Context: an optimization exercise on an open-source flow, tuned for small area, a short achievable clock period and few clock cycles per item. The choices shown serve that exercise and are no tape-out recipe. The RTL was checked by simulation tests, not by an equivalence proof against the original design.

==> flow/design.v <==
`default_nettype none
package rvv_div_pkg;
  localparam int vlen_default    = 64;
  localparam int xlen            = 32;
  localparam int rob_depth_width = 4;
  localparam logic [1:0] eew8  = 2'd0;
  localparam logic [1:0] eew16 = 2'd1;
  localparam logic [1:0] eew32 = 2'd2;
  localparam logic [2:0] funct3_opmvv = 3'b010;
  localparam logic [2:0] funct3_opmvx = 3'b110;
  localparam logic [5:0] funct6_vdivu = 6'b100000;
  localparam logic [5:0] funct6_vdiv  = 6'b100001;
  localparam logic [5:0] funct6_vremu = 6'b100010;
  localparam logic [5:0] funct6_vrem  = 6'b100011;
endpackage
`default_nettype wire
`default_nettype none
module rvv_div_unit #(
  parameter int VLEN = 64
) (
  input  wire             clk,
  input  wire             rst_n,
  input  wire             uop_valid,
  input  wire  [5:0]      funct6,
  input  wire  [2:0]      funct3,
  input  wire  [1:0]      vs2_eew,
  input  wire  [VLEN-1:0] vs1_data,
  input  wire  [VLEN-1:0] vs2_data,
  input  wire  [31:0]     rs1_data,
  input  wire  [3:0]      rob_entry,
  input  wire             result_ready,
  input  wire             trap_flush,
  output logic            uop_ready,
  output logic            result_valid,
  output logic [VLEN-1:0] result_data,
  output logic [3:0]      result_rob_entry
);
  localparam int nb = VLEN / 8;
  localparam logic [1:0] st_idle = 2'd0;
  localparam logic [1:0] st_pre  = 2'd1;
  localparam logic [1:0] st_iter = 2'd2;
  localparam logic [1:0] st_post = 2'd3;
  logic [1:0]      state;
  logic            oval;
  logic [4:0]      cnt;
  logic [VLEN-1:0] a_q;     
  logic [VLEN-1:0] r_q;     
  logic [VLEN-1:0] b_q;     
  logic [1:0]      eew;
  logic            is_rem;
  logic            is_signed;
  logic            use_scalar;
  logic [3:0]      tag;
  logic [3:0]      otag;
  logic [nb-1:0]   nega;    
  logic [nb-1:0]   negb;    
  logic e8, e16, e32;
  assign e8  = (eew == 2'd0);
  assign e16 = (eew == 2'd1);
  assign e32 = !e8 && !e16;
  logic [nb-1:0] blsb;      
  always_comb begin
    for (int k = 0; k < nb; k++)
      blsb[k] = e8 || (e16 && (k % 2 == 0)) || (k % 4 == 0);
  end
  logic legal, accept, pre_go, iter_last;
  assign legal = ((funct3 == rvv_div_pkg::funct3_opmvv) ||
                  (funct3 == rvv_div_pkg::funct3_opmvx)) && (funct6[5:2] == 4'b1000);
  assign uop_ready = (state == st_idle) || (state == st_post);
  assign accept    = uop_valid && uop_ready && legal;
  assign pre_go    = (state == st_pre) && (!oval || result_ready);
  assign iter_last = (cnt == 5'd0);
  always_ff @(posedge clk or negedge rst_n) begin
    if (!rst_n) begin
      state <= st_idle;
      oval  <= 1'b0;
      cnt   <= '0;
    end else if (trap_flush) begin
      state <= st_idle;
      oval  <= 1'b0;
    end else begin
      if (oval && result_ready) oval <= 1'b0;
      case (state)
        st_idle: if (accept) state <= st_pre;
        st_pre: if (pre_go) begin
          state <= st_iter;
          cnt   <= e8 ? 5'd6 : e16 ? 5'd14 : 5'd30;
        end
        st_iter: begin
          cnt <= cnt - 5'd1;
          if (iter_last) state <= st_post;
        end
        default: begin
          state <= accept ? st_pre : st_idle;
          oval  <= 1'b1;
        end
      endcase
    end
  end
  logic [VLEN-1:0] nin, nout, lowor;
  logic [nb-1:0]   nctl, bor, abv;
  logic [nb-1:0]   sa, sb, negpost;
  logic [VLEN-1:0] bv;
  always_comb begin
    bv = b_q;
    if (use_scalar) begin
      if (e8)       bv = {nb{b_q[7:0]}};
      else if (e16) bv = {(nb/2){b_q[15:0]}};
    end
  end
  always_comb begin
    for (int k = 0; k < nb; k++) begin
      if (e8) begin
        sa[k] = a_q[k*8+7];
        sb[k] = bv[k*8+7];
      end else if (e16) begin
        sa[k] = a_q[(k/2)*16+15];
        sb[k] = bv[(k/2)*16+15];
      end else begin
        sa[k] = a_q[(k/4)*32+31];
        sb[k] = bv[(k/4)*32+31];
      end
      sa[k] = sa[k] && is_signed;
      sb[k] = sb[k] && is_signed;
      if (e8)
        negpost[k] = (nega[k] ^ negb[k]) && !(a_q[k*8+7] && a_q[k*8+6]);
      else if (e16)
        negpost[k] = (nega[k] ^ negb[k]) && !(a_q[(k/2)*16+15] && a_q[(k/2)*16+14]);
      else
        negpost[k] = (nega[k] ^ negb[k]) && !(a_q[(k/4)*32+31] && a_q[(k/4)*32+30]);
      if (is_rem) negpost[k] = nega[k];
    end
  end
  assign nin  = (state == st_post && is_rem) ? r_q : a_q;
  assign nctl = (state == st_pre) ? sa : negpost;
  always_comb begin
    for (int k = 0; k < nb; k++) begin
      bor[k] = |nin[k*8 +: 8];
      if (k == 0)       abv[k] = 1'b0;
      else if (blsb[k]) abv[k] = 1'b0;
      else              abv[k] = abv[(k+nb-1)%nb] | bor[(k+nb-1)%nb];
      for (int j = 0; j < 8; j++) begin
        if (j == 0) lowor[k*8+j] = abv[k];
        else        lowor[k*8+j] = lowor[k*8+j-1] | nin[(k*8+j+VLEN-1)%VLEN];
        nout[k*8+j] = nin[k*8+j] ^ (nctl[k] & lowor[k*8+j]);
      end
    end
  end
  logic [nb-1:0]   z7, z8, ones, bz, b1, pm, pq;
  logic [VLEN-1:0] a_pre, r_pre, b_pre;
  always_comb begin
    for (int k = 0; k < nb; k++) begin
      z7[k]   = ~|bv[k*8+1 +: 7];
      z8[k]   = z7[k] & ~bv[k*8];
      ones[k] = &bv[k*8 +: 8];
    end
    for (int k = 0; k < nb; k++) begin
      if (e8) begin
        bz[k] = z8[k];
        b1[k] = (z7[k] & bv[k*8]) | (is_signed & ones[k]);
        pm[k] = nout[k*8+7];
      end else if (e16) begin
        bz[k] = z8[k & ~1] & z8[k | 1];
        b1[k] = (z7[k & ~1] & bv[(k & ~1)*8] & z8[k | 1]) |
                (is_signed & ones[k & ~1] & ones[k | 1]);
        pm[k] = nout[(k/2)*16+15];
      end else begin
        bz[k] = z8[k & ~3] & z8[(k & ~3) + 1] & z8[(k & ~3) + 2] & z8[(k & ~3) + 3];
        b1[k] = (z7[k & ~3] & bv[(k & ~3)*8] &
                 z8[(k & ~3) + 1] & z8[(k & ~3) + 2] & z8[(k & ~3) + 3]) |
                (is_signed & ones[k & ~3] & ones[(k & ~3) + 1] &
                 ones[(k & ~3) + 2] & ones[(k & ~3) + 3]);
        pm[k] = nout[(k/4)*32+31];
      end
      pq[k] = bz[k] | (pm[k] & b1[k]);
    end
    for (int k = 0; k < nb; k++) begin
      for (int j = 0; j < 8; j++) begin
        if (j == 0 && blsb[k]) begin
          a_pre[k*8+j] = pq[k];
          r_pre[k*8+j] = pm[k] & ~b1[k];
        end else begin
          a_pre[k*8+j] = nout[(k*8+j+VLEN-1)%VLEN];
          r_pre[k*8+j] = 1'b0;
        end
        b_pre[k*8+j] = sb[k] ? bv[k*8+j] : ~bv[k*8+j];
      end
    end
  end
  logic [VLEN-1:0] x;         
  logic [nb-1:0]   rtop;      
  logic [9*nb:0]   xs, ys;
  logic [9*nb+1:0] ss;
  logic [nb-1:0]   cb, qb;
  logic [VLEN-1:0] a_it, r_it;
  always_comb begin
    for (int k = 0; k < nb; k++) begin
      for (int j = 0; j < 8; j++) begin
        if (j == 0 && blsb[k]) begin
          if (e8)       x[k*8+j] = a_q[k*8+7];
          else if (e16) x[k*8+j] = a_q[(k/2)*16+15];
          else          x[k*8+j] = a_q[(k/4)*32+31];
        end else begin
          x[k*8+j] = r_q[(k*8+j+VLEN-1)%VLEN];
        end
      end
      if (e8)       rtop[k] = r_q[k*8+7];
      else if (e16) rtop[k] = r_q[(k/2)*16+15];
      else          rtop[k] = r_q[(k/4)*32+31];
    end
    for (int k = 0; k < nb; k++) begin
      xs[9*k]           = blsb[k] ? ~negb[k] : 1'b1;
      ys[9*k]           = blsb[k] ? ~negb[k] : 1'b0;
      xs[9*k+1 +: 8]    = x[k*8 +: 8];
      ys[9*k+1 +: 8]    = b_q[k*8 +: 8];
    end
    xs[9*nb] = 1'b0;
    ys[9*nb] = 1'b0;
    ss = {1'b0, xs} + {1'b0, ys};
    for (int k = 0; k < nb; k++)
      cb[k] = ss[9*(k+1)] ^ xs[9*(k+1)] ^ ys[9*(k+1)];
    for (int k = 0; k < nb; k++) begin
      if (e8)       qb[k] = rtop[k] | cb[k];
      else if (e16) qb[k] = rtop[k] | cb[k | 1];
      else          qb[k] = rtop[k] | cb[k | 3];
    end
    for (int k = 0; k < nb; k++) begin
      for (int j = 0; j < 8; j++) begin
        r_it[k*8+j] = qb[k] ? ss[9*k+1+j] : x[k*8+j];
        if (j == 0 && blsb[k]) a_it[k*8+j] = qb[k];
        else                   a_it[k*8+j] = a_q[(k*8+j+VLEN-1)%VLEN];
      end
    end
  end
  always_ff @(posedge clk) begin
    if (uop_ready) begin
      a_q        <= vs2_data;
      b_q        <= funct3[2] ? {rs1_data, rs1_data} : vs1_data;
      eew        <= vs2_eew;
      is_rem     <= funct6[1];
      is_signed  <= funct6[0];
      use_scalar <= funct3[2];
      tag        <= rob_entry;
    end else if (pre_go) begin
      a_q  <= a_pre;
      b_q  <= b_pre;
      nega <= sa;
      negb <= sb;
    end else if (state == st_iter) begin
      a_q <= a_it;
    end
    if (pre_go)                  r_q <= r_pre;
    else if (state == st_iter)   r_q <= r_it;
    else if (state == st_post)   r_q <= nout;
    if (state == st_post) otag <= tag;
  end
  assign result_valid     = oval;
  assign result_data      = r_q;
  assign result_rob_entry = otag;
endmodule
`default_nettype wire
==> flow/config.mk <==
export PLATFORM = sky130hd
export DESIGN_NAME = rvv_div_unit
export DESIGN_NICKNAME = rvv_div_unit
export VERILOG_FILES = /design/flow/design.v
export SDC_FILE = /design/flow/constraint.sdc
export NUM_CORES = 4
export LEC_CHECK = 0
export CAP_MARGIN = 20
export CORE_MARGIN = 2
export CORE_UTILIZATION = 40
export SETUP_SLACK_MARGIN = 3.0
export SLEW_MARGIN = 20
==> flow/constraint.sdc <==
create_clock -name core_clock -period 6.0 [get_ports {clk}]
set_input_delay 1.2000 -clock core_clock [delete_from_list [all_inputs] [get_ports {clk}]]
set_output_delay 1.2000 -clock core_clock [all_outputs]
set_load 0.01 [all_outputs]
run.sh (not shown) runs the stock make flow with config.mk's settings and CLKGATE_MAP_FILE= SYNTH_SCRIPT=/design/flow/synth_recipe.tcl, a recipe that flattens the netlist after the stock synthesis.
The starting point finished clean.
Testbench counts at the start, summed over its fixed seeds: cycles 36,840, items 1,920.
==> next run, changes <==
- ABC_AREA: not set -> 1
Result:
- The new run completed with no timing, DRC or antenna violations
- register-to-register slack gets better by 0.48 ns
- count of clock-buffer cells in the layout went down by 4
- sequential share of layout area rises by 0.60 points
- core utilization falls by 2.6 points

## separate check: timing with driven ports
The flow's constraints put no driver on any port. The routed layouts listed below were extracted and timed again, unchanged, in two steps. Step 1 sets driving cells, clkbuf_16 on the clock port and buf_2 on the other inputs (assumed; they add their load-dependent delay and slew). Step 2 adds t to the input delays and takes it off the output delays; t is the mean of the earliest and latest rising clock arrival at the registers after step 1. Input paths then give back, and output paths get back, about the clock's delay inside the block. Slacks: ideal ports / drivers / drivers and shift; pairs: ideal ports / drivers.
| run | shift t [ns] | setup slack, ns | worst data-port slew with drivers (ns) |
|---|---|---|---|
| the first run | 0.655 | 2.251 / 2.251 / 2.251 | 0.06 |
| the second run | 0.660 | 2.726 / 2.726 / 2.377 | 0.07 |
After both steps setup and hold are still met in every run listed. The setup slack of the second run, which loses most, moves by 0.000 ns with the drivers and by -0.349 ns with both steps.
